This design comes from an exercise in tuning for small area and few clock cycles per item on the open sky130 flow, not from production work.
In this exercise RTL edits were held to simulation tests only and were not proved equivalent to the original.
No activity file was given, so power comes from the tool's default toggle rates.

==> flow/design.v <==
package spq_pkg;
  localparam int SPQ_DEPTH         = 16;
  localparam int SPQ_PAYLOAD_BITS  = 32;
  localparam int SPQ_PRIORITY_BITS = 8;
  typedef enum logic {
    OP_ENQ = 1'b0,
    OP_DEQ = 1'b1
  } spq_op_t;
  typedef enum logic [1:0] {
    ST_DONE  = 2'd0,
    ST_EMPTY = 2'd1,
    ST_FULL  = 2'd2
  } spq_status_t;
  typedef struct packed {
    logic enq;
    logic deq;
  } spq_ctl_t;
endpackage
module spq_cell
#(
  parameter int W    = spq_pkg::SPQ_PAYLOAD_BITS + spq_pkg::SPQ_PRIORITY_BITS,
  parameter int KIND = 0    
) (
  input  logic         clk,
  input  logic         enq,         
  input  logic         pop,         
  input  logic         keep_prev,   
  input  logic         keep_here,   
  input  logic         keep_next,   
  input  logic [W-1:0] new_data,
  input  logic [W-1:0] left_data,
  input  logic [W-1:0] right_data,
  output logic [W-1:0] data
);
  logic stay, prev_stay, moved;
  logic sel_hold, sel_new, sel_left, sel_right;
  always_comb begin
    stay      = pop ? keep_next : keep_here;
    prev_stay = (KIND == 1) ? 1'b1 : (pop ? keep_here : keep_prev);
    moved     = enq && !stay;
    sel_new   = moved && prev_stay;
    sel_right = pop && !moved;
    sel_left  = !pop && moved && !prev_stay;
    sel_hold  = (!pop && !moved) || (pop && moved && !prev_stay);
    if (KIND == 2) begin
      sel_hold  = sel_hold || sel_right;
      sel_right = 1'b0;
    end
  end
  localparam int NDRV = 2;
  logic [NDRV-1:0] skip_hold, skip_new, skip_left, skip_right;
  for (genvar d = 0; d < NDRV; d++) begin : g_drv
    spq_not u_hold  (.a(sel_hold),  .y(skip_hold[d]));
    spq_not u_new   (.a(sel_new),   .y(skip_new[d]));
    spq_not u_left  (.a(sel_left),  .y(skip_left[d]));
    spq_not u_right (.a(sel_right), .y(skip_right[d]));
  end
  logic [W-1:0] data_r, data_nxt;
  for (genvar b = 0; b < W; b++) begin : g_bit
    localparam int D = b * NDRV / W;
    if (KIND == 1) begin : g_head
      spq_pick3 u_pick (
        .skip_a (skip_hold[D]),  .a_bit (data_r[b]),
        .skip_b (skip_new[D]),   .b_bit (new_data[b]),
        .skip_c (skip_right[D]), .c_bit (right_data[b]),
        .bit_nxt (data_nxt[b])
      );
    end else if (KIND == 2) begin : g_tail
      spq_pick3 u_pick (
        .skip_a (skip_hold[D]),  .a_bit (data_r[b]),
        .skip_b (skip_new[D]),   .b_bit (new_data[b]),
        .skip_c (skip_left[D]),  .c_bit (left_data[b]),
        .bit_nxt (data_nxt[b])
      );
    end else begin : g_inner
      spq_pick4 u_pick (
        .skip_a (skip_hold[D]),  .a_bit (data_r[b]),
        .skip_b (skip_new[D]),   .b_bit (new_data[b]),
        .skip_c (skip_left[D]),  .c_bit (left_data[b]),
        .skip_d (skip_right[D]), .d_bit (right_data[b]),
        .bit_nxt (data_nxt[b])
      );
    end
  end
  always_ff @(posedge clk) begin
    data_r <= data_nxt;
  end
  assign data = data_r;
endmodule
module spq_not (
  input  logic a,
  output logic y
);
  assign y = ~a;
endmodule
module spq_pick4 (
  input  logic skip_a, a_bit,
  input  logic skip_b, b_bit,
  input  logic skip_c, c_bit,
  input  logic skip_d, d_bit,
  output logic bit_nxt
);
  assign bit_nxt = (skip_a | a_bit) & (skip_b | b_bit)
                 & (skip_c | c_bit) & (skip_d | d_bit);
endmodule
module spq_pick3 (
  input  logic skip_a, a_bit,
  input  logic skip_b, b_bit,
  input  logic skip_c, c_bit,
  output logic bit_nxt
);
  assign bit_nxt = (skip_a | a_bit) & (skip_b | b_bit) & (skip_c | c_bit);
endmodule
module stable_priority_queue
#(
  parameter int DEPTH         = spq_pkg::SPQ_DEPTH,
  parameter int PAYLOAD_BITS  = spq_pkg::SPQ_PAYLOAD_BITS,
  parameter int PRIORITY_BITS = spq_pkg::SPQ_PRIORITY_BITS,
  parameter int CNT_W         = $clog2(DEPTH + 1)
) (
  input  logic                            clk,
  input  logic                            rst_n,
  input  logic                            in_valid,
  output logic                            in_ready,
  input  logic                            in_opcode,
  input  logic [PAYLOAD_BITS-1:0]         in_payload,
  input  logic signed [PRIORITY_BITS-1:0] in_priority,
  output logic                            out_valid,
  input  logic                            out_ready,
  output logic [1:0]                      out_status,
  output logic [PAYLOAD_BITS-1:0]         out_item,
  output logic [CNT_W-1:0]                out_occupancy
);
  localparam int W = PAYLOAD_BITS + PRIORITY_BITS;
  logic [CNT_W-1:0] count_r;
  logic             out_valid_r;
  logic             pend_r;
  logic [1:0]       status_r;
  logic fire, is_deq, full, empty, enq_ok, deq_ok, pop;
  logic [W-1:0]             slot [DEPTH];
  logic [DEPTH-1:0]         occ;
  logic [DEPTH:0]           keep;
  logic [W-1:0]             new_data;
  logic [PRIORITY_BITS-1:0] new_key;
  assign in_ready = !out_valid_r || out_ready;
  assign fire     = in_valid && in_ready;
  assign is_deq   = (in_opcode == spq_pkg::OP_DEQ);
  assign full     = (count_r == CNT_W'(DEPTH));
  assign empty    = (count_r == '0);
  assign enq_ok   = fire && !is_deq && !full;
  assign deq_ok   = fire && is_deq && !empty;
  assign pop      = pend_r && out_ready;
  assign new_key  = {~in_priority[PRIORITY_BITS-1], in_priority[PRIORITY_BITS-2:0]};
  assign new_data = {new_key, in_payload};
  always_comb begin
    for (int i = 0; i < DEPTH; i++) begin
      logic gt, eq;
      gt = 1'b0;
      eq = 1'b1;
      for (int b = 0; b < CNT_W; b++) begin
        if (((i >> b) & 1) == 1) begin
          gt = count_r[b] & gt;
          eq = count_r[b] & eq;
        end else begin
          gt = count_r[b] | gt;
          eq = ~count_r[b] & eq;
        end
      end
      occ[i] = gt | (pend_r & eq);
    end
  end
  for (genvar i = 0; i < DEPTH; i++) begin : g_keep
    logic ge;
    always_comb begin
      ge = 1'b1;
      for (int k = 0; k < PRIORITY_BITS; k++)
        ge = (slot[i][PAYLOAD_BITS+k] & ~new_key[k])
           | ((slot[i][PAYLOAD_BITS+k] | ~new_key[k]) & ge);
    end
    assign keep[i] = occ[i] & ge;
  end
  assign keep[DEPTH] = 1'b0;
  for (genvar i = 0; i < DEPTH; i++) begin : g_cell
    logic [W-1:0] ldat, rdat;
    logic         kprev;
    if (i == 0) begin : g_head
      assign kprev = 1'b1;
      assign ldat  = new_data;
    end else begin : g_body
      assign kprev = keep[i-1];
      assign ldat  = slot[i-1];
    end
    if (i == DEPTH - 1) begin : g_tail
      assign rdat = slot[i];
    end else begin : g_inner
      assign rdat = slot[i+1];
    end
    spq_cell #(
      .W    (W),
      .KIND ((i == 0) ? 1 : ((i == DEPTH - 1) ? 2 : 0))
    ) u_cell (
      .clk        (clk),
      .enq        (enq_ok),
      .pop        (pop),
      .keep_prev  (kprev),
      .keep_here  (keep[i]),
      .keep_next  (keep[i+1]),
      .new_data   (new_data),
      .left_data  (ldat),
      .right_data (rdat),
      .data       (slot[i])
    );
  end
  always_ff @(posedge clk) begin
    if (!rst_n) begin
      count_r     <= '0;
      out_valid_r <= 1'b0;
      pend_r      <= 1'b0;
    end else begin
      if (fire) begin
        out_valid_r <= 1'b1;
        pend_r      <= deq_ok;
        if (enq_ok)      count_r <= count_r + CNT_W'(1);
        else if (deq_ok) count_r <= count_r - CNT_W'(1);
      end else if (out_ready) begin
        out_valid_r <= 1'b0;
        pend_r      <= 1'b0;
      end
    end
    if (fire) begin
      if (enq_ok || deq_ok) status_r <= spq_pkg::ST_DONE;
      else if (is_deq)      status_r <= spq_pkg::ST_EMPTY;
      else                  status_r <= spq_pkg::ST_FULL;
    end
  end
  assign out_valid     = out_valid_r;
  assign out_status    = status_r;
  assign out_item      = slot[0][PAYLOAD_BITS-1:0] & {PAYLOAD_BITS{pend_r}};
  assign out_occupancy = count_r;
endmodule
clock: 3.5 ns
lec_check: 0
cap_margin: 0
core_margin: 2
core_utilization: 55
gpl_timing_driven: 0
setup_slack_margin: 0.25
slew_margin: 0
synth_hierarchical: 1
standard.sh (not shown) runs the stock make flow with config.mk's settings and CLKGATE_MAP_FILE= SYNTH_SCRIPT=/design/flow/synth_recipe.tcl, a recipe that flattens the netlist after the stock synthesis.
==> flow/flow/run.sh <==
#!/bin/bash
# The standard layout, with two changes:
# - clock tree synthesis clusters up to 30 flip-flops per leaf buffer and adds
#   no dummy loads;
# - the port buffers are buf_2 cells.
# The full make output is kept in standard.log in this folder; ORFS keeps each
# step's log under orfs/logs/.
set -euo pipefail
export CTS_ARGS="-sink_clustering_enable -repair_clock_nets -dont_use_dummy_load -sink_clustering_size 30 -sink_clustering_max_diameter 80"
export BUFFER_PORTS_ARGS="-buffer_cell sky130_fd_sc_hd__buf_2"
bash standard.sh > standard.log 2>&1
The baseline ran to the end with no violations.
Testbench counts at the start, summed over its fixed seeds: cycles 24,008, items 24,000.
Rerun with:
--- a/flow/flow/run.sh
+++ b/flow/flow/run.sh
@@ -3 +3 @@
-# - clock tree synthesis clusters up to 30 flip-flops per leaf buffer and adds
+# - clock tree synthesis clusters up to 20 flip-flops per leaf buffer and adds
@@ -9 +9 @@
-export CTS_ARGS="-sink_clustering_enable -repair_clock_nets -dont_use_dummy_load -sink_clustering_size 30 -sink_clustering_max_diameter 80"
+export CTS_ARGS="-sink_clustering_enable -repair_clock_nets -dont_use_dummy_load -sink_clustering_size 20 -sink_clustering_max_diameter 60"
--- a/flow/config.mk
+++ b/flow/config.mk
@@ -8 +8 @@
-export CAP_MARGIN = 0
+export CAP_MARGIN = 20
@@ -12,2 +12,2 @@
-export SETUP_SLACK_MARGIN = 0.25
-export SLEW_MARGIN = 0
+export SETUP_SLACK_MARGIN = 0.2
+export SLEW_MARGIN = 20
Cell area hardly moves.
Via count is lower by 0.49%.
Worst setup slack is worse by 0.088 ns.
Maximum frequency fell by 2.6%.
Combinational power stays flat.
Register-to-register slack degrades by 0.09 ns.
Sequential cell count stays the same.
Non-clock buffer count goes down by 16.
Hold slack loses 0.017 ns.
First-iteration DRC count came out higher by 5.9%.

## separate check: timing with driven ports
In the flow no input, the clock included, has a driving cell. The finished layouts below were timed again as built, in two steps. Step 1 sets driving cells, clkbuf_16 on the clock port and buf_2 on the other inputs (assumed; they add their load-dependent delay and slew). Step 2, shift: input delay + t, output delay - t, t = (earliest + latest rising clock arrival at the registers) / 2. This alone moves slack from input paths to output paths. Slacks: ideal ports / drivers / drivers and shift; pairs: ideal ports / drivers.
run | t (ns) | slack for setup (ns) | hold slack, ns | slew at the worst register clock pin (ns) | worst slew at a driven data input, ns
the first run | 0.635 | 0.223 / 0.252 / -0.383 | 0.379 / 0.337 / 0.488 | 0.11 / 0.11 | 0.08
the second run | 0.653 | 0.135 / 0.175 / -0.477 | 0.362 / 0.320 / 0.484 | 0.09 / 0.09 | 0.07
Met with ideal ports but missed after step 2: setup timing in the first run and the second run. The setup slack of the second run, which loses most, moves by +0.040 ns with the drivers and by -0.612 ns with both steps.
